From an optimization exercise on the open Yosys and OpenROAD flow, aimed at small area and a short achievable clock period; shortcuts taken in it are not production practice. Function was checked by simulation only, so behaviour that the tests miss may differ from the original. Power is estimated from default activity; no workload was simulated.

### config.mk
export PLATFORM = sky130hd
export DESIGN_NAME = bus_mem_responder
export DESIGN_NICKNAME = bus_mem_responder
export VERILOG_FILES = /design/flow/design.v
export SDC_FILE = /design/flow/constraint.sdc
export NUM_CORES = 4
export LEC_CHECK = 0
export CAP_MARGIN = 20
export CORE_MARGIN = 2
export CORE_UTILIZATION = 40
export CTS_CLUSTER_DIAMETER = 100
export CTS_CLUSTER_SIZE = 24
export SETUP_SLACK_MARGIN = 3.5
export SLEW_MARGIN = 20
export SYNTH_HIERARCHICAL = 1
### run.sh
#!/bin/bash
# synth_recipe.tcl (not shown) runs the flow's synth.tcl, then flattens the netlist and writes it again
# the make line also repeats each setting of config.mk as NAME=value (left out here)
make -C /OpenROAD-flow-scripts/flow DESIGN_CONFIG=/design/flow/config.mk WORK_HOME=/design/flow/orfs CLKGATE_MAP_FILE= SYNTH_SCRIPT=/design/flow/synth_recipe.tcl finish
### design.v
package bus_pkg;
  localparam int ADDR_W = 20;
  localparam int DATA_W = 8;
  typedef enum logic {
    leer     = 1'b0,
    escribir = 1'b1
  } operacion;
  typedef enum logic [2:0] {
    IDLE = 3'd0,
    ADDR = 3'd1,
    WAIT = 3'd2,
    DATA = 3'd3,
    TURN = 3'd4
  } resp_state_t;
endpackage
module bm_hold (input logic we, input logic nwe, input logic d, input logic q,
                output logic y);
  assign y = (we & d) | (nwe & q);
endmodule
module bm_wen (input logic a, input logic b, input logic c,
               output logic we, output logic nwe);
  assign we  = a & b & c;
  assign nwe = ~(a & b & c);
endmodule
module bm_rd4 (input logic s0, input logic d0, input logic s1, input logic d1,
               input logic s2, input logic d2, input logic s3, input logic d3,
               output logic y);
  assign y = (s0 & d0) | (s1 & d1) | (s2 & d2) | (s3 & d3);
endmodule
module bm_nor2 (input logic a, input logic b, output logic y);
  assign y = ~(a | b);
endmodule
module bm_nand2 (input logic a, input logic b, output logic y);
  assign y = ~(a & b);
endmodule
module bm_nand4 (input logic a, input logic b, input logic c, input logic d,
                 output logic y);
  assign y = ~(a & b & c & d);
endmodule
module bus_mem_responder #(
  parameter logic [bus_pkg::ADDR_W-1:0] BASE = 20'h00000,
  parameter int                DEPTH_LOG2  = 8,
  parameter int                WAIT_STATES = 1,
  parameter logic [bus_pkg::DATA_W-1:0] FILL_BYTE = 8'hFF
) (
  input  logic              clk,
  input  logic              reset,
  input  logic              EN,
  input  logic              RD_WR,
  input  logic [bus_pkg::ADDR_W-1:0] Direction,
  input  logic [bus_pkg::DATA_W-1:0] Bus_in,
  output logic [bus_pkg::DATA_W-1:0] Bus_out,
  output logic              Bus_oe,
  output logic              READY,
  output logic              ERR,
  output logic              Busy
);
  logic        busy_q, idle_q, addr_q, wait_q, data_q;
  logic        err_q, oe_q, wnow_q;
  logic [7:0]  out_q;
  logic [7:0]  off_q;
  logic        op_q, in_win_q;
  logic [1:0]  phase_q;
  logic [2:0]  wpend_q;           
  logic [7:0]  waddr_q, wdata_q;  
  logic        fwd_d;             
  logic        src_tree_q, src_buf_q, src_wd_q, src_ff_q;   
  logic [7:0]  rdbuf_q;
  logic [15:0] rhi_n_q;           
  logic [7:0]  rmt_n_q;           
  logic [15:0] whi_q;             
  logic [3:0]  wmid_q;            
  logic        go_q;              
  logic [7:0]  rd;
  logic        accept;
  logic [7:0]  anext, wanext;
  logic [1:0]  rplace_nx, wplace_nx;
  assign accept = idle_q && EN;
  assign fwd_d  = (off_q == waddr_q);
  always_ff @(posedge clk or negedge reset) begin
    if (!reset) begin
      busy_q <= 1'b0;
      idle_q <= 1'b1;
      addr_q <= 1'b0;
      wait_q <= 1'b0;
      data_q <= 1'b0;
      err_q  <= 1'b0;
      oe_q   <= 1'b0;
      wnow_q <= 1'b0;
      out_q  <= '0;
      src_tree_q <= 1'b0;
      src_buf_q  <= 1'b0;
      src_wd_q   <= 1'b0;
      src_ff_q   <= 1'b0;
    end else begin
      busy_q <= accept || addr_q || wait_q || data_q;
      idle_q <= !(accept || addr_q || wait_q || data_q);
      addr_q <= accept;
      wait_q <= addr_q;
      data_q <= wait_q;
      err_q  <= wait_q && !in_win_q;
      oe_q   <= wait_q && !op_q;
      wnow_q <= wait_q && op_q && in_win_q;
      src_tree_q <= addr_q && !op_q && in_win_q && !fwd_d && !rplace_nx[0];
      src_buf_q  <= addr_q && !op_q && in_win_q && !fwd_d && rplace_nx[0];
      src_wd_q   <= addr_q && !op_q && in_win_q && fwd_d;
      src_ff_q   <= addr_q && !op_q && !in_win_q;
      out_q  <= ({8{src_tree_q}} & rd) | ({8{src_buf_q}} & rdbuf_q) |
                ({8{src_wd_q}} & wdata_q) | ({8{src_ff_q}} & FILL_BYTE);
    end
  end
  always_ff @(posedge clk) begin
    if (idle_q) begin
      off_q    <= Direction[7:0];
      op_q     <= RD_WR;
      in_win_q <= (Direction[19:8] == 12'h000);
    end
  end
  always_ff @(posedge clk) begin
    case (phase_q)
      2'd0:    phase_q <= 2'd1;
      2'd1:    phase_q <= 2'd2;
      2'd2:    phase_q <= 2'd3;
      default: phase_q <= 2'd0;
    endcase
  end
  assign wanext = wnow_q ? off_q : waddr_q;
  always_ff @(posedge clk) begin
    wpend_q <= {wpend_q[1:0], wnow_q};
    if (wnow_q) begin
      waddr_q <= off_q;
      wdata_q <= Bus_in;
    end
    rdbuf_q <= rd;
  end
  assign anext     = idle_q ? Direction[7:0] : off_q;
  assign rplace_nx = anext[1:0] + phase_q + 2'd1;
  assign wplace_nx = wanext[1:0] + phase_q + 2'd1;
  always_ff @(posedge clk) begin
    for (int i = 0; i < 16; i++) begin
      rhi_n_q[i] <= (anext[7:4] != i[3:0]);
      whi_q[i] <= (wanext[7:4] == i[3:0]);
    end
    for (int i = 0; i < 4; i++) begin
      rmt_n_q[2*i]   <= !(anext[3:2] == i[1:0] && rplace_nx == 2'd0);
      rmt_n_q[2*i+1] <= !(anext[3:2] == i[1:0] && rplace_nx == 2'd2);
      wmid_q[i]      <= (wanext[3:2] == i[1:0]);
    end
    go_q   <= (|{wpend_q[2:0], wnow_q}) && (wplace_nx == 2'd3);
  end
  logic [127:0] rs;               
  logic [7:0]   row_q [256];      
  genvar r, p, b, k;
  generate
    for (r = 0; r < 64; r++) begin : g_ring
      logic we, nwe;
      logic [7:0] nxt;
      bm_wen  u_we  (.a(whi_q[r / 4]), .b(wmid_q[r % 4]), .c(go_q),
                     .we(we), .nwe(nwe));
      for (b = 0; b < 8; b++) begin : g_bit
        bm_hold u_h (.we(we), .nwe(nwe), .d(wdata_q[b]), .q(row_q[4*r+3][b]), .y(nxt[b]));
      end
      always_ff @(posedge clk) begin
        row_q[4*r]   <= nxt;
        row_q[4*r+1] <= row_q[4*r];
        row_q[4*r+2] <= row_q[4*r+1];
        row_q[4*r+3] <= row_q[4*r+2];
      end
      for (p = 0; p < 2; p++) begin : g_pl
        bm_nor2 u_rs (.a(rhi_n_q[r / 4]), .b(rmt_n_q[(r % 4) * 2 + p]), .y(rs[2*r+p]));
      end
    end
    for (b = 0; b < 8; b++) begin : g_rd
      logic [31:0] t1;    
      logic [15:0] t2;    
      logic [3:0]  t3;    
      logic [1:0]  t4;    
      for (k = 0; k < 32; k++) begin : g_t1
        bm_rd4 u_a (.s0(rs[4*k]),   .d0(row_q[2*(4*k)][b]),
                    .s1(rs[4*k+1]), .d1(row_q[2*(4*k+1)][b]),
                    .s2(rs[4*k+2]), .d2(row_q[2*(4*k+2)][b]),
                    .s3(rs[4*k+3]), .d3(row_q[2*(4*k+3)][b]), .y(t1[k]));
      end
      for (k = 0; k < 16; k++) begin : g_t2
        bm_nor2 u_o (.a(t1[2*k]), .b(t1[2*k+1]), .y(t2[k]));
      end
      for (k = 0; k < 4; k++) begin : g_t3
        bm_nand4 u_n (.a(t2[4*k]), .b(t2[4*k+1]), .c(t2[4*k+2]), .d(t2[4*k+3]), .y(t3[k]));
      end
      bm_nor2 u_o4 (.a(t3[0]), .b(t3[1]), .y(t4[0]));
      bm_nor2 u_o5 (.a(t3[2]), .b(t3[3]), .y(t4[1]));
      assign rd[b] = ~(t4[0] & t4[1]);
    end
  endgenerate
  assign Bus_out = out_q;
  assign Bus_oe  = oe_q;
  assign READY   = data_q;
  assign ERR     = err_q;
  assign Busy    = busy_q;
endmodule
### constraint.sdc
create_clock -name core_clock -period 5.0 [get_ports {clk}]
set_input_delay 1.0000 -clock core_clock [delete_from_list [all_inputs] [get_ports {clk}]]
set_output_delay 1.0000 -clock core_clock [all_outputs]
set_load 0.01 [all_outputs]
==> out/metrics.yaml, run 1 <==
setup_path:
  cp-start-kind: "flop"
  critPathMaxFanout: 1
  arrival_ps: 1410
  crit_start: "out_q[4]"
  critPathCapture: "Bus_out[4]"
  r2r_setup_slack_ps: 2790
  path_cells: "buf_6"
  r2r-start: "rmt_n_q[5]"
  crit_type: "reg2out"
  crit_family: "flip-flops"
  cp-end-kind: "primary output"
  cpPeakStageDelay_ps: 500
  cp_num_cells: 1
  rr_endpoint: "out_q[0]"
  slowest_stage: "dfrtp_2"
  crit_buf_inv: 1
  r2r_cells: 11
  critPathRequiredTime_ps: 4000
route:
  wire_per_inst_um: 24.0
  via_per_inst: 5.36
  antenna_left: 0
  routed_wl_mm: 147
  drtPass1Iterations: 5
  drt_iter0_drc: 3017
  drc: 0
  vias: 32800
yosys:
  synth_compound_area_share_pct: 15.3
  synthTopCellsByArea: "dfxtp_1 76%, a22o_1 8.1%, a22oi_1 6.9%"
  synth_edf_count: 10
  synth.area.mux_share_pct: 0.249
  post-synth-top-area-cell: "dfxtp_1"
  synth_top_cell_area_share_pct: 76.3
  netlist-cell-type-count: 42
  yosysWarningCount: 9
  synth.avg_cell_area_um2: 13.7
  netlist_instances: 4064
  synth_fa_ha_area_share_pct: 0.112
  synthArstFlopShare_pct: 0.929
  syn-cell-area_um2: 55700
  synthFlopType: "dfxtp_1"
  synth_top_cells_by_count: "2122 x dfxtp_1, 514 x a22oi_1, 512 x a22o_1, 304 x nand2_1, 304 x nor2_1"
  synth-seq-cells: 2152
  synthXorXnorAreaFrac_pct: 0.218
  synth_top_family_by_area: "compound AO/OA/AOI/OAI gates"
  synth_nets: 4101
  synthSimpleGateAreaFrac_pct: 6.14
  synth_seq_area_share_pct: 77.7
  synth_most_common_cell: "dfxtp_1"
placed_design:
  io_buffers: 43
  place_area_um2: 58700
  gp_congestion: 0.873
  hpwl_mm: 89.5
power_and_ir_drop:
  finalPower_mw: 29.9
  vdd_drop_max_mv: 0.328
  p_leak_nw: 24.9
  power_density_nw_per_um2: 464
floorplanning:
  start_util_pct: 40.4
  rows: 136
  die_area_um2: 142000
  io_pins: 44
  coreArea_um2: 138000
  die_h_um: 377
  die_x_um: 377
grt:
  antenna_found_initial: 2
  grt_usage_pct: 20.2
  grt_pass1_vias: 32500
  gr-total-overflow: 0
  grt_pass1_wl_mm: 216
  grt_max_degree: 66
clock_network:
  path_clk_slew_ps: 90
  clk_latency_ps: 750
  cts_made_buffers: 100
  tritoncts: "built"
  cts_num_sinks: 2152
  clockBufferDepth: 3
  ctsHoldBuffers: 0
  cts-root-buf: "clkbuf_16"
  cts_max_level: 3
sta:
  hold_viol: 0
  fin_worst_skew_ps: 41.7
  finalCritPeriodShare_pct: 48.2
  maxSlewViolCount: 0
  fmax_mhz: 415
  rsz0062_at_grt: "yes"
  tightest_slew_ps: 833
  setup_tns_ps: 0
  max_slew_margin_pct: 44.5
  layout_min_cycle_time_ps: 2410
  setup_viol: 0
run_status:
  status: "complete, no violations"
cells_and_area:
  final_area_um2: 64500
  finish.utilization_pct: 46.8
  nFillCells: 12100
  area_growth_pct: 15.8
  regArea_um2: 43400
  layout.nets: 4344
  drive_gt1_share_pct: 16.1
  multi_input_area_um2: 14200
run:
  cap_viol_max_count: 0
min_path:
  hold_path.class: "reg2reg"
  hp-start: "row_q[161][7]"
[where the power goes]
| part | leakage (nW) | internal, mW | switching, mW |
|---|---|---|---|
| clock | 1.32 | 3.71 | 5.19 |
| combinational | 6.16 | 0.928 | 1.55 |
| sequential | 17.4 | 17.8 | 0.752 |
| total | 24.9 | 22.4 | 7.49 |
[timing repair]
| item | in CTS | in global routing |
|---|---|---|
| endpoints found under the setup margin | 583 | 253 |
| gates resized for setup | 532 | 127 |
| gates cloned | 3 | 0 |
| pin swaps | 189 | 81 |
| buffers inserted | 56 | 20 |
[cells in the final DEF (no fill, tap or decap), drive strengths merged, types with 2 or more instances in the layout]
cell / netlist / final
edfxtp: 10 / 10
ha: 5 / 5
clkinv: 0 / 5
dlygate4sd2: 0 / 2
o22ai: 2 / 2
nor2: 304 / 304
a22oi: 514 / 514
xor2: 9 / 9
nand4: 32 / 32
o22a: 4 / 4
mux2i: 7 / 7
clkbuf: 2 / 108
a2bb2oi: 2 / 2
nand3: 74 / 74
xnor2: 4 / 4
nand2: 304 / 304
nor2b: 2 / 2
mux2: 5 / 5
nor4: 6 / 6
nand3b: 3 / 3
a221oi: 8 / 8
dfxtp: 2122 / 2122
and3: 67 / 67
buf: 8 / 120
a22o: 512 / 512
nand2b: 5 / 5
a211oi: 2 / 2
o21ai: 9 / 9
inv: 16 / 20
clkdlybuf4s50: 0 / 28
dfrtp: 19 / 19
[through the flow]
step,setup WS (ps),std cells,hold slack (ps)
6_report,2590,6118,310
4_1_cts,2550,6097,298
3_5_place_dp,1900,5920,312
5_1_grt,2530,6117,310
2_1_floorplan,3060,4064,310
3_3_place_gp,2000,5919,310
[kinds of logic after synthesis]
family,after synthesis
adder cells (fa/ha/maj),5
AND/OR/NAND/NOR,803
buffers and inverters,26
AO/OA/AOI/OAI,1053
flip-flops,2152
XOR/XNOR,13
multiplexers,12
[per-layer routing]
| metal | track usage, % | wire [um] |
|---|---|---|
| met3 | 3.61 | 9220 |
| met2 | 29.7 | 62900 |
| met5 | 0 | 13 |
| met1 | 30.3 | 71300 |
| met4 | 5.71 | 3460 |
[cell type report]
| cell class | count | share of cell area, % |
|---|---|---|
| diodes | 1 | 0.00388 |
| clock buffers | 108 | 3.93 |
| clock inverters | 10 | 0.270 |
| inverters | 16 | 0.0932 |
| multi-input cells | 1886 | 22.0 |
| flip-flops and latches | 2152 | 67.3 |
| well taps | 1794 | 3.48 |
| repair buffers | 151 | 2.85 |
[per-module statistics from Yosys, one instance, submodules excluded]
module	copies in the design	flops+latches	area, um^2	cells inside
bm_hold	512	0	8.76	1
bm_nand4	32	0	6.26	1
bm_nor2	272	0	3.75	1
bm_rd4	256	0	18.8	3
bm_wen	64	0	11.3	2
bus_mem_responder	1	2152	44400	2352
[how the worst min path moves through the flow]
stage                    endpoint  slack [ps]  cells past startpoint
floorplan           row_q[102][0]         310                      0
global placement    row_q[206][6]         310                      0
detailed placement  row_q[146][4]         310                      0
CTS                 row_q[162][7]         300                      0
global route        row_q[162][7]         310                      0
finish              row_q[162][7]         310                      0
[flip-flops by register name, summed over array words and instances, names as in the netlist, 2 cells and up]
signal / flops
rmt_n_q: 8
waddr_q: 8
out_q: 8
phase_q: 2
rhi_n_q: 16
whi_q: 16
wmid_q: 4
row_q: 2048
off_q: 8
wpend_q: 3
rdbuf_q: 8
wdata_q: 8
==> inputs of run 2 (changes only) <==
--- a/config.mk
+++ b/config.mk
@@ -10,6 +10,6 @@
 export CORE_UTILIZATION = 40
 export CTS_CLUSTER_DIAMETER = 100
 export CTS_CLUSTER_SIZE = 24
-export SETUP_SLACK_MARGIN = 3.5
+export SETUP_SLACK_MARGIN = 3.2
 export SLEW_MARGIN = 20
 export SYNTH_HIERARCHICAL = 1
==> out/metrics.yaml, run 2 <==
sta:
  hold_viol: 0
  maxSlewViolCount: 0
  rsz0062_at_grt: "yes"
  setup_tns_ps: 0
  fmax_mhz: 413
  finalCritPeriodShare_pct: 48.5
  fin_worst_skew_ps: 55.4
  max_slew_margin_pct: 46.8
  setup_viol: 0
  timing.hold.ws_ps: 305
  layout_min_cycle_time_ps: 2420
  tightest_slew_ps: 799
cells_and_area:
  nFillCells: 12200
  final_area_um2: 63900
  layout.nets: 4319
  regMostFlops: "row_q"
  final_common_cell: "dfxtp_1"
  finish.utilization_pct: 46.3
  final_cells: 6096
  drive_gt1_share_pct: 13.6
  top_regs: "row_q x2048, rhi_n_q x16, whi_q x16"
  largest_register_ffs: 2048
  layout_common_cells: "2093 x dfxtp_1, 512 x a22o_1, 395 x a22oi_1, 283 x nand2_1, 127 x nor2_1"
  area_growth_pct: 14.7
route:
  drc: 0
  drt_iter0_drc: 3294
  via_per_inst: 5.40
  wire_per_inst_um: 24.2
  drtPass1Iterations: 5
  wl_met3_mm: 10.9
  antenna_left: 0
  vias: 32900
  routed.top_layer: "met5"
  wl_met2_mm: 61.8
  met1_length_mm: 71.6
  routed_wl_mm: 148
setup_path:
  r2r-start: "rmt_n_q[3]"
  r2r_setup_slack_ps: 2840
  crit_family: "flip-flops"
  cp-start-kind: "flop"
  critPathMaxFanout: 1
  arrival_ps: 1420
  rr_endpoint: "out_q[7]"
  path_cells: "buf_6"
  critPathRequiredTime_ps: 4000
  slowest_stage: "dfrtp_2"
  cp-end-kind: "primary output"
  r2r_cells: 14
  crit_buf_inv: 1
  cpPeakStageDelay_ps: 500
  crit_type: "reg2out"
yosys:
  netlist-cell-type-count: 42
  synthArstFlopShare_pct: 0.929
  synth.avg_cell_area_um2: 13.7
  netlist_instances: 4064
  synth_edf_count: 10
  syn-cell-area_um2: 55700
  yosysWarningCount: 9
  synth_nets: 4101
  synthFlopType: "dfxtp_1"
  post-synth-top-area-cell: "dfxtp_1"
  synth_top_cell_area_share_pct: 76.3
  synth_seq_area_share_pct: 77.7
  synth_top_cells_by_count: "2122 x dfxtp_1, 514 x a22oi_1, 512 x a22o_1, 304 x nand2_1, 304 x nor2_1"
  synth_most_common_cell: "dfxtp_1"
  synthTopCellsByArea: "dfxtp_1 76%, a22o_1 8.1%, a22oi_1 6.9%"
  synth-seq-cells: 2152
power_and_ir_drop:
  netSwitchingPower_mw: 7.44
  combPwrFrac_pct: 7.9
  p_leak_nw: 24.8
  clockPowerShare_pct: 30.0
  intPower_mw: 22.3
  pwr-share-seq_pct: 62.1
  power_density_nw_per_um2: 465
  swShare_pct: 25.1
  vdd_drop_max_mv: 0.359
min_path:
  hold_path.class: "reg2reg"
  whs_path_depth: 0
  worst_hold_path.endpoint: "row_q[114][2]"
  hp-start: "row_q[113][2]"
clock_network:
  path_clk_slew_ps: 90
  clockBufferDepth: 3
  tritoncts: "built"
  clk_latency_ps: 770
  cts_num_sinks: 2152
  cts_max_level: 3
  cts_made_buffers: 100
  ctsHoldBuffers: 0
  cts-root-buf: "clkbuf_16"
placed_design:
  place_area_um2: 58600
  io_buffers: 43
  hpwl_mm: 90.1
  gp_congestion: 0.844
  dp_cells: 5921
floorplanning:
  io_pins: 44
  die_area_um2: 142000
  die_h_um: 377
  rows: 136
  die_x_um: 377
  coreArea_um2: 138000
  start_util_pct: 40.4
grt:
  grt_usage_pct: 20.4
  grt_pass1_vias: 32200
  grt_max_degree: 54
  gr-total-overflow: 0
  antenna_found_initial: 4
  grt_pass1_wl_mm: 216
run:
  cap_viol_max_count: 0
run_status:
  status: "complete, no violations"
-- run 2: cell types whose count changed in the layout (fill, tap and decap cells not counted), sizes merged --
cell / change
buf: -25
bufinv: -1
clkbuf: +2
clkdlybuf4s15: -1
clkdlybuf4s50: +3
clkinv: -1
clkinvlp: +1
diode: +2
dlygate4sd2: -2
-- run 2: cell type report --
| type | count | area (um^2) | area share, % |
|---|---|---|---|
| Antenna cell | 3 | 7.51 | 0.0118 |
| Clock inverter | 9 | 148 | 0.231 |
| Timing Repair Buffer | 126 | 1620 | 2.54 |
| Tap cell | 1794 | 2240 | 3.51 |
| Sequential cell | 2152 | 43400 | 68.0 |
| Inverter | 16 | 60.1 | 0.0940 |
| Multi-Input combinational cell | 1886 | 13800 | 21.6 |
| Clock buffer | 110 | 2560 | 4.01 |
-- run 2: power groups by stage --
| stage | clock [mW] | sequential [mW] | combinational [mW] |
|---|---|---|---|
| floorplan | 0 | 18.6 | 0.624 |
| global placement | 0 | 18.9 | 1.37 |
| detailed placement | 0 | 18.9 | 1.44 |
| CTS | 9.08 | 18.5 | 2.10 |
| global route | 9.69 | 18.5 | 2.41 |
| finish | 8.92 | 18.5 | 2.34 |
-- run 2: layer usage --
layer | global-route usage, % | up-vias
met3 | 2.83 | 188
li1 | - | 15100
met2 | 29.2 | 1120
met4 | 5.60 | 2
met1 | 31.6 | 16500
met5 | 0 | -
-- run 2: worst max path at each step --
stage,depth (start not counted),to,slack [ps],startpoint
floorplan,5,rmt_n_q[0],3060,Direction[0]
detailed placement,10,out_q[4],1770,rmt_n_q[6]
CTS,1,Bus_out[6],2540,out_q[6]
global placement,9,out_q[1],1490,rmt_n_q[1]
finish,1,Bus_out[3],2580,out_q[3]
global route,1,Bus_out[3],2550,out_q[3]
-- run 2: timing repair --
action,CTS,global route
pin swaps,151,77
gates resized for setup,503,63
setup buffers,42,7
gates cloned,4,0
endpoints found under the setup margin,573,42
-- run 2: stage by stage --
stage | worst slack (ps) | power (mW)
6_report | 2580 | 29.7
5_1_grt | 2550 | 30.6
4_1_cts | 2540 | 29.6
3_5_place_dp | 1770 | 20.3
3_3_place_gp | 1490 | 20.3
2_1_floorplan | 3060 | 19.2
-- run 2: per-module statistics from Yosys (local to each module, per instance) --
module / cell area, um^2 / flops+latches / cells inside
bus_mem_responder: 44400 / 2152 / 2352
bm_rd4: 18.8 / 0 / 3
bm_wen: 11.3 / 0 / 2
bm_hold: 8.76 / 0 / 1
bm_nand4: 6.26 / 0 / 1
bm_nor2: 3.75 / 0 / 1
-- run 2: cell families (layout without fill, tap and decap cells) --
kind of cell	after synthesis	in the layout	share of synthesized area (%)
AO/OA/AOI/OAI	1053	1053	15.3
XOR/XNOR	13	13	0.218
adder cells (fa/ha/maj)	5	5	0.112
buffers and inverters	26	261	0.207
flip-flops	2152	2152	77.7
multiplexers	12	12	0.249
other	0	3	0
AND/OR/NAND/NOR	803	803	6.14
==> inputs of run 3 (changes only) <==
--- a/design.v
+++ b/design.v
@@ -17,10 +17,9 @@
                 output logic y);
   assign y = (we & d) | (nwe & q);
 endmodule
-module bm_wen (input logic a, input logic b, input logic c,
-               output logic we, output logic nwe);
-  assign we  = a & b & c;
-  assign nwe = ~(a & b & c);
+module bm_wen (input logic a, input logic b, output logic we, output logic nwe);
+  assign we  = a & b;
+  assign nwe = ~(a & b);
 endmodule
 module bm_rd4 (input logic s0, input logic d0, input logic s1, input logic d1,
                input logic s2, input logic d2, input logic s3, input logic d3,
@@ -68,9 +67,8 @@
   logic [7:0]  rdbuf_q;
   logic [15:0] rhi_n_q;           
   logic [7:0]  rmt_n_q;           
-  logic [15:0] whi_q;             
+  logic [15:0] wgo_q;             
   logic [3:0]  wmid_q;            
-  logic        go_q;              
   logic [7:0]  rd;
   logic        accept;
   logic [7:0]  anext, wanext;
@@ -139,14 +137,14 @@
   always_ff @(posedge clk) begin
     for (int i = 0; i < 16; i++) begin
       rhi_n_q[i] <= (anext[7:4] != i[3:0]);
-      whi_q[i] <= (wanext[7:4] == i[3:0]);
+      wgo_q[i] <= (|{wpend_q[2:0], wnow_q}) && (wplace_nx == 2'd3) &&
+                  (wanext[7:4] == i[3:0]);
     end
     for (int i = 0; i < 4; i++) begin
       rmt_n_q[2*i]   <= !(anext[3:2] == i[1:0] && rplace_nx == 2'd0);
       rmt_n_q[2*i+1] <= !(anext[3:2] == i[1:0] && rplace_nx == 2'd2);
       wmid_q[i]      <= (wanext[3:2] == i[1:0]);
     end
-    go_q   <= (|{wpend_q[2:0], wnow_q}) && (wplace_nx == 2'd3);
   end
   logic [127:0] rs;               
   logic [7:0]   row_q [256];      
@@ -155,8 +153,7 @@
     for (r = 0; r < 64; r++) begin : g_ring
       logic we, nwe;
       logic [7:0] nxt;
-      bm_wen  u_we  (.a(whi_q[r / 4]), .b(wmid_q[r % 4]), .c(go_q),
-                     .we(we), .nwe(nwe));
+      bm_wen  u_we  (.a(wgo_q[r / 4]), .b(wmid_q[r % 4]), .we(we), .nwe(nwe));
       for (b = 0; b < 8; b++) begin : g_bit
         bm_hold u_h (.we(we), .nwe(nwe), .d(wdata_q[b]), .q(row_q[4*r+3][b]), .y(nxt[b]));
       end
--- a/config.mk
+++ b/config.mk
@@ -7,7 +7,7 @@
 export LEC_CHECK = 0
 export CAP_MARGIN = 20
 export CORE_MARGIN = 2
-export CORE_UTILIZATION = 40
+export CORE_UTILIZATION = 50
 export CTS_CLUSTER_DIAMETER = 100
 export CTS_CLUSTER_SIZE = 24
 export SETUP_SLACK_MARGIN = 3.2
==> out/metrics.yaml, run 3 <==
cells_and_area:
  layout_common_cells: "2093 x dfxtp_1, 512 x a22o_1, 335 x nand2_1, 326 x a22oi_1, 187 x a22oi_2"
  nFillCells: 8881
  top_regs: "row_q x2048, rhi_n_q x16, wgo_q x16"
  insertedDiodeCount: 0
  regMostFlops: "row_q"
  drive_gt1_share_pct: 17.5
  final_area_um2: 64400
  layout.nets: 4360
  area_growth_pct: 15.7
  final_common_cell: "dfxtp_1"
  largest_register_ffs: 2048
setup_path:
  crit_type: "reg2out"
  path_cells: "buf_6"
  cpPeakStageDelay_ps: 510
  crit_buf_inv: 1
  critPathRequiredTime_ps: 4000
  cp-start-kind: "flop"
  crit_family: "flip-flops"
  critPathMaxFanout: 1
  arrival_ps: 1380
  cp-end-kind: "primary output"
  slowest_stage: "dfrtp_2"
yosys:
  yosysWarningCount: 9
  synth_most_common_cell: "dfxtp_1"
  syn-cell-area_um2: 55700
  synth_edf_count: 10
  synth-seq-cells: 2151
  synth_top_cells_by_count: "2121 x dfxtp_1, 513 x a22oi_1, 512 x a22o_1, 365 x nand2_1, 285 x nor2_1"
  synthTopCellsByArea: "dfxtp_1 76%, a22o_1 8.1%, a22oi_1 6.9%"
  post-synth-top-area-cell: "dfxtp_1"
  synth.avg_cell_area_um2: 13.7
  synth_seq_area_share_pct: 77.7
  synth_nets: 4102
  synthFlopType: "dfxtp_1"
  synth_top_cell_area_share_pct: 76.3
  synthArstFlopShare_pct: 0.930
  netlist-cell-type-count: 44
  netlist_instances: 4065
grt:
  grt_pass1_vias: 31700
  grt_usage_pct: 25.2
  gr-total-overflow: 0
  grt_max_degree: 66
  grt_pass1_wl_mm: 212
  antenna_found_initial: 2
clock_network:
  tritoncts: "built"
  cts-root-buf: "clkbuf_16"
  cts_made_buffers: 99
  cts_max_level: 3
  path_clk_slew_ps: 100
  cts_num_sinks: 2151
  clockBufferDepth: 3
  clk_latency_ps: 720
sta:
  layout_min_cycle_time_ps: 2380
  hold_viol: 0
  worst_slack_ps: 2620
  maxSlewViolCount: 0
  rsz0062_at_grt: "yes"
  max_slew_margin_pct: 35.8
  setup_viol: 0
  fin_worst_skew_ps: 37.0
  setup_tns_ps: 0
  finalCritPeriodShare_pct: 47.6
  fmax_mhz: 420
  tightest_slew_ps: 963
placed_design:
  place_ws_ps: 1790
  place_area_um2: 58100
  io_buffers: 43
  gp_congestion: 0.841
  hpwl_mm: 88.0
power_and_ir_drop:
  p_leak_nw: 24.9
  power_density_nw_per_um2: 458
  vdd_drop_max_mv: 0.320
  finalPower_mw: 29.5
  intPower_mw: 22.4
  clockPowerShare_pct: 29.7
  combPwrFrac_pct: 8.3
  pwr-share-seq_pct: 62.1
  swShare_pct: 24.3
  netSwitchingPower_mw: 7.17
floorplanning:
  die_x_um: 338
  start_util_pct: 50.4
  coreArea_um2: 111000
  io_pins: 44
  rows: 122
  die_h_um: 338
  die_area_um2: 114000
route:
  drtPass1Iterations: 5
  antenna_left: 0
  drt_iter0_drc: 2842
  routed_wl_mm: 145
  via_per_inst: 5.61
  wire_per_inst_um: 24.9
  vias: 32700
  drc: 0
min_path:
  hold_path.class: "in2async"
run:
  cap_viol_max_count: 0
run_status:
  status: "complete, no violations"
==> run 3: cell count changes after synthesis, moves of 3 or more <==
cell / previous run / this run
o32ai_1: 0 / 4
nor2_1: 304 / 285
nand2_1: 304 / 365
and3b_1: 1 / 4
o211ai_1: 0 / 4
nor3b_1: 1 / 4
o21ai_1: 4 / 0
nor3_1: 1 / 14
and2_1: 1 / 65
nor3_2: 0 / 3
and3_1: 67 / 4
nand3_1: 74 / 9
==> run 3: cell families after synthesis <==
group                      Yosys count  synth area share [%]
AOI/OAI and AO/OA                 1054                  15.4
and+or+nand+nor                    800                  6.08
muxes                               12                 0.234
DFF                               2151                  77.7
buffers and inverters               30                 0.249
adders and majority gates            5                 0.112
xor gates and xnor gates            13                 0.252
==> run 3: worst paths after layout <==
path	start	end	slack (ps)	depth (start not counted)
min in group core_clock	row_q[117][1]	row_q[118][1]	320	0
min	reset	err_q	290	1
max reg2reg	rmt_n_q[4]	out_q[1]	2810	12
max	out_q[4]	Bus_out[4]	2620	1
max in group asynchronous	reset	wnow_q	4260	1
min reg2reg	row_q[117][1]	row_q[118][1]	320	0
==> run 3: power groups by stage <==
| stage | logic, mW | clock network [mW] | registers, mW |
|---|---|---|---|
| 3_3_place_gp | 1.20 | 0 | 18.8 |
| 3_5_place_dp | 1.20 | 0 | 18.8 |
| 5_1_grt | 2.53 | 9.51 | 18.4 |
| 4_1_cts | 2.21 | 8.90 | 18.3 |
| 2_1_floorplan | 0.617 | 0 | 18.4 |
| 6_report | 2.45 | 8.75 | 18.3 |
==> run 3: per-stage QoR <==
| step | util, % | cells | hold WS, ps |
|---|---|---|---|
| 6_report | 58.3 | 5824 | 289 |
| 5_1_grt | 58.3 | 5824 | 289 |
| 4_1_cts | 57.3 | 5800 | 258 |
| 3_5_place_dp | 52.6 | 5603 | 312 |
| 3_3_place_gp | 52.6 | 5603 | 310 |
| 2_1_floorplan | - | 4065 | 310 |
==> run 3: what timing repair did <==
item / 4_1_cts / 5_1_grt
cloned: 4 / 0
pin swaps: 183 / 157
resized for setup: 522 / 191
setup buffers: 79 / 24
setup endpoints to repair: 368 / 63
hold buffers: 0 / 0
==> run 3: Yosys stat by module, one instance, submodules excluded <==
module | times used | cell area [um^2] | cells | flops+latches
bus_mem_responder | 1 | 44500 | 2353 | 2151
bm_rd4 | 256 | 18.8 | 3 | 0
bm_wen | 64 | 10.0 | 2 | 0
bm_hold | 512 | 8.76 | 1 | 0
bm_nand4 | 32 | 6.26 | 1 | 0
bm_nor2 | 272 | 3.75 | 1 | 0
==> run 3: layout make-up <==
class / instances / area [um^2] / share of cell area, %
clock buffer: 112 / 2590 / 4.02
tap: 1488 / 1860 / 2.89
sequential: 2151 / 43400 / 67.3
timing repair buffer: 168 / 1980 / 3.07
inverter: 18 / 70.1 / 0.109
clock inverter: 2 / 25.0 / 0.0389
multi-input combinational: 1885 / 14500 / 22.5
==> run 3: routing by layer <==
| metal | global-route usage (%) | wire length (um) | vias to the layer above |
|---|---|---|---|
| li1 | - | - | 15100 |
| met1 | 39.0 | 71100 | 16400 |
| met2 | 36.7 | 61900 | 951 |
| met3 | 3.34 | 8580 | 182 |
| met4 | 6.69 | 3630 | 0 |
| met5 | 0 | 0 | - |
==> inputs of run 4 (changes only) <==
--- a/config.mk
+++ b/config.mk
@@ -7,7 +7,7 @@
 export LEC_CHECK = 0
 export CAP_MARGIN = 20
 export CORE_MARGIN = 2
-export CORE_UTILIZATION = 50
+export CORE_UTILIZATION = 40
 export CTS_CLUSTER_DIAMETER = 100
 export CTS_CLUSTER_SIZE = 24
 export SETUP_SLACK_MARGIN = 3.2
==> out/metrics.yaml, run 4 <==
run_status:
  status: "complete, no violations"
setup_path:
  crit_family: "flip-flops"
  path_cells: "buf_6"
  cp-start-kind: "flop"
  cp-end-kind: "primary output"
  slowest_stage: "dfrtp_2"
  crit_buf_inv: 1
  critPathRequiredTime_ps: 4000
  cpPeakStageDelay_ps: 510
  critPathMaxFanout: 1
  arrival_ps: 1390
  crit_type: "reg2out"
power_and_ir_drop:
  power_density_nw_per_um2: 461
  netSwitchingPower_mw: 7.16
  clockPowerShare_pct: 30.3
  vdd_drop_max_mv: 0.352
  pwr-share-seq_pct: 62.6
  swShare_pct: 24.4
  p_leak_nw: 24.6
  intPower_mw: 22.2
  combPwrFrac_pct: 7.1
  finalPower_mw: 29.3
cells_and_area:
  multi_input_area_um2: 13700
  largest_register_ffs: 2048
  finish.utilization_pct: 46.1
  regArea_um2: 43400
  top_regs: "row_q x2048, rhi_n_q x16, wgo_q x16"
  area_growth_pct: 14.2
  drive_gt1_share_pct: 12.9
  layout.nets: 4322
  insertedDiodeCount: 0
  nFillCells: 12300
  final_area_um2: 63600
  final_common_cell: "dfxtp_1"
  regMostFlops: "row_q"
  layout_common_cells: "2093 x dfxtp_1, 512 x a22o_1, 423 x a22oi_1, 348 x nand2_1, 130 x nor2_1"
grt:
  grt_pass1_wl_mm: 213
  grt_pass1_vias: 32200
  gr-total-overflow: 0
  grt_usage_pct: 19.9
  grt_max_degree: 66
  antenna_found_initial: 3
sta:
  layout_min_cycle_time_ps: 2390
  fin_worst_skew_ps: 61.3
  tightest_slew_ps: 835
  worst_slack_ps: 2610
  finalCritPeriodShare_pct: 47.9
  setup_viol: 0
  max_slew_margin_pct: 44.3
  rsz0062_at_grt: "yes"
  setup_tns_ps: 0
  fmax_mhz: 418
  hold_viol: 0
  maxSlewViolCount: 0
yosys:
  synth_seq_area_share_pct: 77.7
  synth.area.mux_share_pct: 0.234
  synth_top_cells_by_count: "2121 x dfxtp_1, 513 x a22oi_1, 512 x a22o_1, 365 x nand2_1, 285 x nor2_1"
  synth_top_cell_area_share_pct: 76.3
  synth.avg_cell_area_um2: 13.7
  synth_most_common_cell: "dfxtp_1"
  post-synth-top-area-cell: "dfxtp_1"
  netlist-cell-type-count: 44
  synth-seq-cells: 2151
  synth_fa_ha_area_share_pct: 0.112
  synthXorXnorAreaFrac_pct: 0.252
  synthTopCellsByArea: "dfxtp_1 76%, a22o_1 8.1%, a22oi_1 6.9%"
  syn-cell-area_um2: 55700
  synth_nets: 4102
  synthFlopType: "dfxtp_1"
  synth_compound_area_share_pct: 15.4
  synth_top_family_by_area: "compound AO/OA/AOI/OAI gates"
  synthArstFlopShare_pct: 0.930
  yosysWarningCount: 9
  synth_edf_count: 10
  synthSimpleGateAreaFrac_pct: 6.08
  netlist_instances: 4065
clock_network:
  clockBufferDepth: 3
  cts-root-buf: "clkbuf_16"
  cts_max_level: 3
  path_clk_slew_ps: 90
  cts_made_buffers: 100
  tritoncts: "built"
  ctsHoldBuffers: 0
  cts_num_sinks: 2151
  clk_latency_ps: 740
floorplanning:
  start_util_pct: 40.4
  die_area_um2: 142000
  io_pins: 44
  die_x_um: 377
  die_h_um: 377
  coreArea_um2: 138000
  rows: 136
route:
  vias: 32300
  drtPass1Iterations: 6
  routed_wl_mm: 143
  drc: 0
  drt_iter0_drc: 3075
  wire_per_inst_um: 23.5
  antenna_left: 0
  via_per_inst: 5.30
placed_design:
  place_ws_ps: 1720
  hpwl_mm: 90.3
  place_area_um2: 58500
  io_buffers: 43
  gp_congestion: 0.858
run:
  cap_viol_max_count: 0
min_path:
  hold_path.class: "in2async"
run 4: changes by cell type in the layout (fill, tap and decap cells not counted), sizes merged:
cell / delta
buf: -38
clkinv: +5
clkbuf: -2
inv: +2
clkinvlp: +1
xnor2: -1
run 4: cell type report:
type	instances	area share [%]
timing repair buffer	130	2.29
tap	1794	3.53
inverter	18	0.110
multi-input combinational	1884	21.6
sequential	2151	68.2
clock inverter	10	0.311
clock buffer	110	3.99
run 4: worst paths after layout:
path	startpoint	endpoint	slack (ps)	cells past startpoint
setup / recovery	out_q[5]	Bus_out[5]	2610	1
setup reg to reg	rmt_n_q[6]	out_q[6]	2730	11
max in group asynchronous	reset	out_q[0]	4270	1
min in group core_clock	row_q[245][6]	row_q[246][6]	300	0
hold / removal	reset	busy_q	250	1
hold reg to reg	row_q[245][6]	row_q[246][6]	300	0
run 4: through the flow:
stage	hold WS, ps	cells
2_1_floorplan	310	4065
3_3_place_gp	309	5918
3_5_place_dp	312	5918
4_1_cts	224	6094
5_1_grt	265	6097
6_report	253	6097
run 4: what timing repair did:
item / CTS / global route
endpoints found under the setup margin: 339 / 54
gates resized for setup: 432 / 91
pin swaps: 155 / 55
setup buffers: 56 / 3
run 4: cell families (layout without fill, tap and decap cells):
group | after synthesis | count (layout)
XOR/XNOR | 13 | 13
AO/OA/AOI/OAI | 1054 | 1054
AND/OR/NAND/NOR | 800 | 800
flip-flops | 2151 | 2151
multiplexers | 12 | 12
adder cells (fa/ha/maj) | 5 | 5
buffers and inverters | 30 | 268
run 4: Yosys stat by module (local to each module, per instance):
module / copies in the design / flip-flops and latches / cell area [um^2]
bus_mem_responder: 1 / 2151 / 44500
bm_rd4: 256 / 0 / 18.8
bm_wen: 64 / 0 / 10.0
bm_hold: 512 / 0 / 8.76
bm_nand4: 32 / 0 / 6.26
bm_nor2: 272 / 0 / 3.75
run 4: power groups by stage:
stage	sequential, mW	clock (mW)	combinational (mW)
after floorplan	18.4	0	0.617
after global placement	18.8	0	1.27
after detailed placement	18.8	0	1.28
after CTS	18.3	9.06	1.92
after global routing	18.4	9.68	2.16
final	18.4	8.88	2.08
run 4: routing by layer:
layer | global-route usage (%) | wire (um)
met5 | 0 | 12
met4 | 4.93 | 3050
met3 | 2.47 | 8030
met2 | 29.6 | 62000
met1 | 30.4 | 70300
==> inputs of run 5 (changes only) <==
--- a/config.mk
+++ b/config.mk
@@ -10,6 +10,6 @@
 export CORE_UTILIZATION = 40
 export CTS_CLUSTER_DIAMETER = 100
 export CTS_CLUSTER_SIZE = 24
-export SETUP_SLACK_MARGIN = 3.2
+export SETUP_SLACK_MARGIN = 3.4
 export SLEW_MARGIN = 20
 export SYNTH_HIERARCHICAL = 1
==> out/metrics.yaml, run 5 <==
route:
  drc: 0
  vias: 32300
  wire_per_inst_um: 23.1
  drtPass1Iterations: 5
  via_per_inst: 5.28
  routed_wl_mm: 142
  antenna_left: 0
  drt_iter0_drc: 3027
sta:
  setup_viol: 0
  fin_worst_skew_ps: 35.2
  fmax_mhz: 413
  finalCritPeriodShare_pct: 48.4
  hold_viol: 0
  max_slew_margin_pct: 30.6
  maxSlewViolCount: 0
  rsz0062_at_grt: "yes"
  tightest_slew_ps: 1040
  layout_min_cycle_time_ps: 2420
  setup_tns_ps: 0
yosys:
  synth_most_common_cell: "dfxtp_1"
  synthFlopType: "dfxtp_1"
  yosysWarningCount: 9
  synth.area.mux_share_pct: 0.234
  synthTopCellsByArea: "dfxtp_1 76%, a22o_1 8.1%, a22oi_1 6.9%"
  synthSimpleGateAreaFrac_pct: 6.08
  synth_edf_count: 10
  synth_top_family_by_area: "compound AO/OA/AOI/OAI gates"
  netlist_instances: 4065
  synth-seq-cells: 2151
  synth_top_cells_by_count: "2121 x dfxtp_1, 513 x a22oi_1, 512 x a22o_1, 365 x nand2_1, 285 x nor2_1"
  synthArstFlopShare_pct: 0.930
  synth_fa_ha_area_share_pct: 0.112
  synth_compound_area_share_pct: 15.4
  synth_top_cell_area_share_pct: 76.3
  synth.avg_cell_area_um2: 13.7
  post-synth-top-area-cell: "dfxtp_1"
  syn-cell-area_um2: 55700
  netlist-cell-type-count: 44
  synth_seq_area_share_pct: 77.7
  synthXorXnorAreaFrac_pct: 0.252
  synth_nets: 4102
floorplanning:
  die_x_um: 377
  start_util_pct: 40.4
  io_pins: 44
  rows: 136
  coreArea_um2: 138000
  die_h_um: 377
  die_area_um2: 142000
power_and_ir_drop:
  power_density_nw_per_um2: 461
  p_leak_nw: 25.0
  clockPowerShare_pct: 30.4
  pwr-share-seq_pct: 61.5
  vdd_drop_max_mv: 0.354
  netSwitchingPower_mw: 7.18
  swShare_pct: 24.2
  combPwrFrac_pct: 8.1
  intPower_mw: 22.6
placed_design:
  io_buffers: 43
  hpwl_mm: 88.3
  dp_cells: 5913
  gp_congestion: 0.842
cells_and_area:
  layout.nets: 4352
  insertedDiodeCount: 0
  layout_common_cells: "2092 x dfxtp_1, 512 x a22o_1, 406 x a22oi_1, 342 x nand2_1, 130 x nor2_2"
  top_regs: "row_q x2048, rhi_n_q x16, wgo_q x16"
  area_growth_pct: 15.8
  regMostFlops: "row_q"
  final_cells: 6129
  nFillCells: 12000
  final_common_cell: "dfxtp_1"
  drive_gt1_share_pct: 15.2
  largest_register_ffs: 2048
setup_path:
  slowest_stage: "dfrtp_2"
  crit_family: "flip-flops"
  cp-end-kind: "primary output"
  crit_buf_inv: 1
  path_cells: "buf_6"
  cpPeakStageDelay_ps: 520
  critPathRequiredTime_ps: 4000
  cp-start-kind: "flop"
  critPathMaxFanout: 1
  crit_type: "reg2out"
  arrival_ps: 1420
run_status:
  status: "complete, no violations"
grt:
  grt_pass1_wl_mm: 210
  grt_usage_pct: 19.6
  grt_max_degree: 64
  gr-total-overflow: 0
  antenna_found_initial: 2
  grt_pass1_vias: 32100
clock_network:
  cts-root-buf: "clkbuf_16"
  cts_num_sinks: 2151
  cts_max_level: 3
  ctsHoldBuffers: 0
  clockBufferDepth: 3
  cts_made_buffers: 100
  path_clk_slew_ps: 100
  tritoncts: "built"
  clk_latency_ps: 750
min_path:
  hold_path.class: "reg2reg"
run:
  cap_viol_max_count: 0
-- run 5: cell counts after synthesis --
Identical to the previous run, type by type.
-- run 5: per-stage QoR --
stage	hold WS, ps	total power [mW]	instance area (um^2)	utilization [%]	setup WS [ps]
floorplan	310	19.1	55800	-	3030
global placement	310	20.0	58500	42.5	2000
detailed placement	312	20.0	58600	42.5	2010
CTS	329	29.7	64000	46.4	2540
global route	327	30.7	64500	46.8	2520
finish	322	29.7	64500	46.8	2580
-- run 5: kinds of logic (layout without fill, tap and decap cells) --
logic type / Yosys count / count (layout)
DFF: 2151 / 2151
AOI/OAI and AO/OA: 1054 / 1054
and+or+nand+nor: 800 / 800
buffers and inverters: 30 / 300
xor gates and xnor gates: 13 / 13
muxes: 12 / 12
adders and majority gates: 5 / 5
-- run 5: worst paths after layout --
| kind | depth (start not counted) | end | startpoint | slack, ps |
|---|---|---|---|---|
| min in group asynchronous | 2 | out_q[5] | reset | 670 |
| hold / removal | 0 | row_q[118][2] | row_q[117][2] | 320 |
| setup / recovery | 1 | Bus_oe | oe_q | 2580 |
| hold reg to reg | 0 | row_q[118][2] | row_q[117][2] | 320 |
| max in group asynchronous | 2 | wnow_q | reset | 3970 |
| setup reg to reg | 11 | out_q[3] | rmt_n_q[2] | 2790 |
-- run 5: modules after synthesis (local to each module, per instance) --
module,cell area (um^2),flip-flops and latches
bm_nand4,6.26,0
bm_hold,8.76,0
bus_mem_responder,44500,2151
bm_nor2,3.75,0
bm_rd4,18.8,0
bm_wen,10.0,0
-- run 5: final cells by class --
class,instances,area (um^2),area share [%]
inverters,18,67.6,0.105
well taps,1794,2240,3.48
flip-flops and latches,2151,43400,67.3
multi-input cells,1884,14000,21.7
clock buffers,114,2640,4.09
repair buffers,160,1990,3.08
clock inverters,8,140,0.217
-- run 5: layer usage --
| layer | wire length [um] | track usage, % | up-vias | share of wire [%] |
|---|---|---|---|---|
| li1 | - | - | 15100 | - |
| met1 | 69100 | 29.6 | 16100 | 49 |
| met2 | 61100 | 29.0 | 929 | 43 |
| met3 | 8310 | 2.76 | 176 | 5.9 |
| met4 | 3110 | 5.29 | 0 | 2.2 |
| met5 | 0 | 0 | - | 0 |
-- run 5: worst reg2reg max path, cell delays in order (launching register included) --
cell     delay (ps)
dfxtp_4         390
buf_12          130
buf_8           120
nor2_4           80
a22oi_2         250
nand2_2         120
nor2_4          120
nand4_1         340
nor2_2          330
nand2_2         110
nand2_1          80
nand2_1          60
-- run 5: what timing repair did --
action	CTS	global route
pin swaps	220	74
resized for setup	518	82
buffers inserted	75	17
setup endpoints to repair	471	143
cloned	2	0
-- run 5: power groups by stage --
stage	clock, mW	combinational, mW	sequential [mW]
floorplan	0	0.616	18.4
global placement	0	1.11	18.9
detailed placement	0	1.14	18.9
CTS	9.23	2.18	18.3
global route	9.83	2.48	18.4
finish	9.04	2.40	18.3
==> inputs of run 6 (changes only) <==
--- a/design.v
+++ b/design.v
@@ -63,8 +63,8 @@
   logic [2:0]  wpend_q;           
   logic [7:0]  waddr_q, wdata_q;  
   logic        fwd_d;             
-  logic        src_tree_q, src_buf_q, src_wd_q, src_ff_q;   
-  logic [7:0]  rdbuf_q;
+  logic        src_tree_q;        
+  logic [7:0]  alt_q;             
   logic [15:0] rhi_n_q;           
   logic [7:0]  rmt_n_q;           
   logic [15:0] wgo_q;             
@@ -87,9 +87,7 @@
       wnow_q <= 1'b0;
       out_q  <= '0;
       src_tree_q <= 1'b0;
-      src_buf_q  <= 1'b0;
-      src_wd_q   <= 1'b0;
-      src_ff_q   <= 1'b0;
+      alt_q      <= '0;
     end else begin
       busy_q <= accept || addr_q || wait_q || data_q;
       idle_q <= !(accept || addr_q || wait_q || data_q);
@@ -100,11 +98,10 @@
       oe_q   <= wait_q && !op_q;
       wnow_q <= wait_q && op_q && in_win_q;
       src_tree_q <= addr_q && !op_q && in_win_q && !fwd_d && !rplace_nx[0];
-      src_buf_q  <= addr_q && !op_q && in_win_q && !fwd_d && rplace_nx[0];
-      src_wd_q   <= addr_q && !op_q && in_win_q && fwd_d;
-      src_ff_q   <= addr_q && !op_q && !in_win_q;
-      out_q  <= ({8{src_tree_q}} & rd) | ({8{src_buf_q}} & rdbuf_q) |
-                ({8{src_wd_q}} & wdata_q) | ({8{src_ff_q}} & FILL_BYTE);
+      alt_q      <= ({8{addr_q && !op_q && in_win_q && !fwd_d && rplace_nx[0]}} & rd) |
+                    ({8{addr_q && !op_q && in_win_q && fwd_d}} & wdata_q) |
+                    ({8{addr_q && !op_q && !in_win_q}} & FILL_BYTE);
+      out_q      <= ({8{src_tree_q}} & rd) | alt_q;
     end
   end
   always_ff @(posedge clk) begin
@@ -129,7 +126,6 @@
       waddr_q <= off_q;
       wdata_q <= Bus_in;
     end
-    rdbuf_q <= rd;
   end
   assign anext     = idle_q ? Direction[7:0] : off_q;
   assign rplace_nx = anext[1:0] + phase_q + 2'd1;
--- a/config.mk
+++ b/config.mk
@@ -10,6 +10,6 @@
 export CORE_UTILIZATION = 40
 export CTS_CLUSTER_DIAMETER = 100
 export CTS_CLUSTER_SIZE = 24
-export SETUP_SLACK_MARGIN = 3.4
+export SETUP_SLACK_MARGIN = 3.0
 export SLEW_MARGIN = 20
 export SYNTH_HIERARCHICAL = 1
==> out/metrics.yaml, run 6 <==
setup_path:
  cpPeakStageDelay_ps: 510
  crit_type: "reg2out"
  cp-start-kind: "flop"
  critPathMaxFanout: 1
  arrival_ps: 1430
  critPathRequiredTime_ps: 4000
  path_cells: "buf_6"
  crit_family: "flip-flops"
  slowest_stage: "dfrtp_2"
  crit_buf_inv: 1
  cp-end-kind: "primary output"
cells_and_area:
  finish.utilization_pct: 46.5
  area_growth_pct: 15.3
  final_cells: 6077
  top_regs: "row_q x2048, rhi_n_q x16, wgo_q x16"
  layout.nets: 4303
  largest_register_ffs: 2048
  final_common_cell: "dfxtp_1"
  layout_common_cells: "2085 x dfxtp_1, 512 x a22o_1, 356 x a22oi_1, 332 x nand2_1, 156 x a22oi_2"
  drive_gt1_share_pct: 15.7
  regMostFlops: "row_q"
yosys:
  yosysWarningCount: 9
  synth_compound_area_share_pct: 15.3
  synth_top_cell_area_share_pct: 76.2
  synthArstFlopShare_pct: 1.16
  synth_most_common_cell: "dfxtp_1"
  synth_seq_area_share_pct: 77.8
  synth-seq-cells: 2148
  synthTopCellsByArea: "dfxtp_1 76%, a22o_1 8.1%, a22oi_1 6.9%"
  post-synth-top-area-cell: "dfxtp_1"
  synthSimpleGateAreaFrac_pct: 6.08
  netlist_instances: 4045
  synth_top_family_by_area: "compound AO/OA/AOI/OAI gates"
  synth_nets: 4082
  netlist-cell-type-count: 31
  synthFlopType: "dfxtp_1"
  synth_fa_ha_area_share_pct: 0.113
  syn-cell-area_um2: 55500
  synthXorXnorAreaFrac_pct: 0.203
  synth.avg_cell_area_um2: 13.7
  synth_top_cells_by_count: "2113 x dfxtp_1, 512 x a22o_1, 512 x a22oi_1, 357 x nand2_1, 308 x nor2_1"
  synth.area.mux_share_pct: 0.297
  synth_edf_count: 10
clock_network:
  clk_latency_ps: 750
  cts-root-buf: "clkbuf_16"
  cts_made_buffers: 101
  cts_num_sinks: 2148
  cts_max_level: 3
  tritoncts: "built"
  path_clk_slew_ps: 100
  ctsHoldBuffers: 0
  clockBufferDepth: 3
sta:
  tightest_slew_ps: 997
  fmax_mhz: 412
  max_slew_margin_pct: 33.5
  fin_worst_skew_ps: 50.7
  maxSlewViolCount: 0
  hold_viol: 0
  setup_tns_ps: 0
  setup_viol: 0
  rsz0062_at_grt: "yes"
  finalCritPeriodShare_pct: 48.6
  layout_min_cycle_time_ps: 2430
placed_design:
  gp_congestion: 0.827
  dp_cells: 5898
  io_buffers: 43
  hpwl_mm: 87.0
floorplanning:
  die_area_um2: 142000
  io_pins: 44
  start_util_pct: 40.3
  coreArea_um2: 138000
  die_h_um: 377
  rows: 136
  die_x_um: 377
power_and_ir_drop:
  p_leak_nw: 24.7
  vdd_drop_max_mv: 0.309
  finalPower_mw: 29.5
  power_density_nw_per_um2: 461
min_path:
  hold_path.class: "in2async"
run:
  cap_viol_max_count: 0
route:
  vias: 32000
  drt_iter0_drc: 2634
  drc: 0
  routed_wl_mm: 141
  wire_per_inst_um: 23.2
  via_per_inst: 5.27
  drtPass1Iterations: 5
  antenna_left: 0
grt:
  grt_pass1_wl_mm: 210
  grt_usage_pct: 19.5
  grt_pass1_vias: 31900
  gr-total-overflow: 0
  antenna_found_initial: 3
  grt_max_degree: 66
run_status:
  status: "complete, no violations"
==> run 6: cell count changes in the layout (fill, tap and decap cells not counted), moves of 11 or more <==
cell     previous run  this run
a22oi_1           406       356
a22oi_2           107       156
buf_4              44        27
buf_6              34        22
nand4_1            32        44
nor2_1             95        84
nor2_2            130       154
==> run 6: worst paths after layout <==
check,slack [ps],from,depth (start not counted),endpoint
hold reg to reg,320,row_q[141][6],0,row_q[142][6]
max in group asynchronous,4200,reset,1,wnow_q
setup / recovery,2570,out_q[5],1,Bus_out[5]
min in group core_clock,320,row_q[141][6],0,row_q[142][6]
hold / removal,270,reset,1,out_q[6]
setup reg to reg,2770,rmt_n_q[4],12,alt_q[0]
==> run 6: stage by stage <==
stage	instance area (um^2)	hold slack, ps	setup WS [ps]
after CTS	63300	245	2540
after floorplan	55500	310	3010
after global routing	64100	280	2530
after detailed placement	58400	312	1770
final	64100	269	2570
after global placement	58400	310	1770
==> run 6: metal layers <==
metal / share of wire, % / GRT usage (%)
met1: 50 / 30.0
met4: 2.0 / 4.54
met3: 5.3 / 3.06
met2: 43 / 28.6
met5: 0 / 0
==> run 6: kinds of logic after synthesis <==
| kind of cell | after synthesis |
|---|---|
| adder cells (fa/ha/maj) | 5 |
| buffers and inverters | 26 |
| AO/OA/AOI/OAI | 1040 |
| XOR/XNOR | 12 |
| AND/OR/NAND/NOR | 798 |
| multiplexers | 16 |
| flip-flops | 2148 |
==> run 6: cell type report <==
cell class,count,area (um^2)
Antenna cell,1,2.50
Clock buffer,110,2610
Clock inverter,9,114
Fill cell,12100,73600
Inverter,18,67.6
Multi-Input combinational cell,1871,14000
Sequential cell,2148,43300
Tap cell,1794,2240
Timing Repair Buffer,126,1640
==> run 6: timing repair <==
action | 4_1_cts | 5_1_grt
gates cloned | 4 | 0
resized for setup | 498 | 156
buffers inserted | 44 | 11
setup endpoints to repair | 129 | 58
pin swaps | 187 | 124
==> run 6: power by group <==
group | internal, mW | switching [mW]
clock | 3.76 | 5.21
sequential | 17.7 | 0.701
combinational | 0.806 | 1.32
==> run 6: modules after synthesis (local to each module, per instance) <==
module	times used	cells inside	cell area, um^2
bus_mem_responder	1	2333	44400
bm_rd4	256	3	18.8
bm_wen	64	2	10.0
bm_hold	512	1	8.76
bm_nand4	32	1	6.26
bm_nor2	272	1	3.75
==> run 6: worst reg2reg max path, stage by stage (launching register included) <==
cell and delay [ps]:
dfxtp_4 400, buf_12 120, buf_16 170, buf_6 130, nor2_4 70, a22oi_1 180, nand2_1 80, nor2_1 130
nand4_1 310, nor2_2 240, nand2_1 90, nand3b_1 110, o211ai_2 90
==> inputs of run 7 (changes only) <==
--- a/config.mk
+++ b/config.mk
@@ -10,6 +10,7 @@
 export CORE_UTILIZATION = 40
 export CTS_CLUSTER_DIAMETER = 100
 export CTS_CLUSTER_SIZE = 24
-export SETUP_SLACK_MARGIN = 3.0
+export PLACE_DENSITY = 0.5
+export SETUP_SLACK_MARGIN = 3.2
 export SLEW_MARGIN = 20
 export SYNTH_HIERARCHICAL = 1
==> out/metrics.yaml, run 7 <==
route:
  drc: 0
  antenna_left: 0
  wire_per_inst_um: 24.1
  via_per_inst: 5.19
  drt_iter0_drc: 2330
  vias: 31600
  routed_wl_mm: 147
  drtPass1Iterations: 5
cells_and_area:
  finish.utilization_pct: 46.5
  regArea_um2: 43300
  top_regs: "row_q x2048, rhi_n_q x16, wgo_q x16"
  final_common_cell: "dfxtp_1"
  final_cells: 6080
  multi_input_area_um2: 14100
  final_area_um2: 64000
  layout.nets: 4305
  layout_common_cells: "2085 x dfxtp_1, 512 x a22o_1, 366 x a22oi_1, 311 x nand2_1, 146 x a22oi_2"
  largest_register_ffs: 2048
  drive_gt1_share_pct: 16.0
  nFillCells: 12100
  area_growth_pct: 15.3
  regMostFlops: "row_q"
placed_design:
  dp_cells: 5897
  io_buffers: 43
  place_area_um2: 58400
  gp_congestion: 0.769
  hpwl_mm: 90.0
clock_network:
  cts-root-buf: "clkbuf_16"
  cts_made_buffers: 100
  clk_latency_ps: 750
  cts_num_sinks: 2148
  clockBufferDepth: 3
  cts_max_level: 3
  path_clk_slew_ps: 100
  tritoncts: "built"
setup_path:
  crit_buf_inv: 1
  critPathCapture: "Bus_out[0]"
  crit_family: "flip-flops"
  cp_num_cells: 1
  crit_type: "reg2out"
  r2r_cells: 11
  r2r-start: "rmt_n_q[0]"
  path_cells: "buf_6"
  slowest_stage: "dfrtp_2"
  cpPeakStageDelay_ps: 500
  critPathRequiredTime_ps: 4000
  r2r_setup_slack_ps: 2750
  arrival_ps: 1420
  cp-start-kind: "flop"
  crit_start: "out_q[0]"
  critPathMaxFanout: 1
  rr_endpoint: "alt_q[3]"
  cp-end-kind: "primary output"
sta:
  rsz0062_at_grt: "yes"
  max_slew_margin_pct: 27.6
  setup_tns_ps: 0
  maxSlewViolCount: 0
  fin_worst_skew_ps: 40.8
  timing.hold.ws_ps: 318
  fmax_mhz: 414
  setup_viol: 0
  tightest_slew_ps: 1090
  layout_min_cycle_time_ps: 2420
  hold_viol: 0
  finalCritPeriodShare_pct: 48.3
yosys:
  synthArstFlopShare_pct: 1.16
  synth_edf_count: 10
  synth_most_common_cell: "dfxtp_1"
  syn-cell-area_um2: 55500
  synth_top_cell_area_share_pct: 76.2
  synthTopCellsByArea: "dfxtp_1 76%, a22o_1 8.1%, a22oi_1 6.9%"
  post-synth-top-area-cell: "dfxtp_1"
  synth.avg_cell_area_um2: 13.7
  synth_nets: 4082
  synthFlopType: "dfxtp_1"
  synth-seq-cells: 2148
  netlist_instances: 4045
  netlist-cell-type-count: 31
  synth_seq_area_share_pct: 77.8
  synth_top_cells_by_count: "2113 x dfxtp_1, 512 x a22o_1, 512 x a22oi_1, 357 x nand2_1, 308 x nor2_1"
  yosysWarningCount: 9
floorplanning:
  die_area_um2: 142000
  io_pins: 44
  coreArea_um2: 138000
  start_util_pct: 40.3
  die_x_um: 377
  die_h_um: 377
  rows: 136
grt:
  gr-total-overflow: 0
  grt_usage_pct: 20.5
  grt_pass1_vias: 31600
  antenna_found_initial: 2
  grt_pass1_wl_mm: 216
  grt_max_degree: 66
power_and_ir_drop:
  power_density_nw_per_um2: 460
  p_leak_nw: 24.7
  vdd_drop_max_mv: 0.242
min_path:
  hold_path.class: "reg2reg"
  whs_path_depth: 0
run_status:
  status: "complete, no violations"
run:
  cap_viol_max_count: 0
[run 7: cell counts after synthesis]
Identical to the previous run, type by type.
[run 7: Yosys stat by module, one instance, submodules excluded]
module / flip-flops and latches / cells
bm_hold: 0 / 1
bm_nor2: 0 / 1
bm_nand4: 0 / 1
bm_rd4: 0 / 3
bm_wen: 0 / 2
bus_mem_responder: 2148 / 2333
[run 7: power by group]
group	internal, mW	switching (mW)	leakage [nW]
Clock	3.73	5.18	1.32
Combinational	0.801	1.36	5.96
Sequential	17.7	0.663	17.4
[run 7: area by class of cell]
class	count	share of cell area, %
Multi-Input combinational cell	1871	22.1
Clock buffer	111	4.07
Tap cell	1794	3.50
Antenna cell	2	0.00781
Sequential cell	2148	67.7
Inverter	18	0.105
Timing Repair Buffer	129	2.44
Clock inverter	7	0.147
[run 7: logic make-up after synthesis]
group	share of synthesized area, %
AOI/OAI and AO/OA	15.3
adders and majority gates	0.113
DFF	77.8
buffers and inverters	0.196
xor gates and xnor gates	0.203
and+or+nand+nor	6.08
muxes	0.297
[run 7: per-layer routing]
metal	track usage [%]	share of wire, %	vias up
li1	-	-	15000
met1	31.4	51	15900
met2	30.7	43	527
met3	2.57	3.4	158
met4	4.09	1.9	0
met5	0	0	-
[run 7: worst min-delay path by stage]
| stage | start | endpoint | slack (ps) |
|---|---|---|---|
| floorplan | row_q[101][0] | row_q[102][0] | 310 |
| finish | row_q[229][4] | row_q[230][4] | 320 |
| CTS | row_q[45][5] | row_q[46][5] | 310 |
| global route | row_q[225][4] | row_q[226][4] | 320 |
| global placement | row_q[81][6] | row_q[82][6] | 310 |
| detailed placement | row_q[9][1] | row_q[10][1] | 310 |
[run 7: repair_timing]
action                                  CTS  global route
buffers inserted                         56             7
pin swaps                               177           116
hold buffers                              0             0
endpoints found under the setup margin  350            71
gates resized for setup                 539           126
[run 7: per-stage QoR]
stage	total power, mW	setup slack, ps
2_1_floorplan	19.1	3010
3_3_place_gp	20.1	1730
3_5_place_dp	20.1	1770
4_1_cts	29.5	2530
5_1_grt	30.5	2540
6_report	29.5	2580

static timing again, ports no longer ideal:
How much do the figures lean on ideal ports? The routed layouts below were timed once more, with nothing changed but the port constraints. Step 1 assumes that a clkbuf_16 drives the clock port and a buf_2 every other input. Step 2 moves the port delays by t, midway between the first and last clock arrival at a register: inputs arrive t later, outputs are due t later. That takes back most of the time a late clock gives input paths. Three values: ideal, step 1, step 2; two values: the first two.
| run | shift t [ns] | setup slack, ns | hold WS [ns] | worst register clock-pin slew, ns | worst slew at a driven data input, ns |
|---|---|---|---|---|---|
| run 1 | 0.810 | 2.591 / 2.511 / 2.605 | 0.310 / 0.310 / 0.310 | 0.10 / 0.10 | 0.13 |
| run 2 | 0.826 | 2.577 / 2.494 / 2.415 | 0.305 / 0.305 / 0.305 | 0.10 / 0.10 | 0.06 |
| run 3 | 0.768 | 2.621 / 2.549 / 2.467 | 0.289 / 0.243 / 0.321 | 0.10 / 0.10 | 0.04 |
| run 4 | 0.782 | 2.607 / 2.535 / 2.459 | 0.253 / 0.202 / 0.300 | 0.10 / 0.10 | 0.07 |
| run 5 | 0.804 | 2.579 / 2.502 / 2.520 | 0.322 / 0.322 / 0.322 | 0.10 / 0.10 | 0.04 |
| run 6 | 0.806 | 2.570 / 2.491 / 2.266 | 0.269 / 0.316 / 0.316 | 0.10 / 0.10 | 0.17 |
| run 7 | 0.816 | 2.583 / 2.501 / 2.439 | 0.318 / 0.318 / 0.318 | 0.10 / 0.10 | 0.04 |
After both steps setup and hold are still met in every run listed. The setup slack of run 6, which loses most, moves by -0.079 ns with the drivers and by -0.304 ns with both steps.
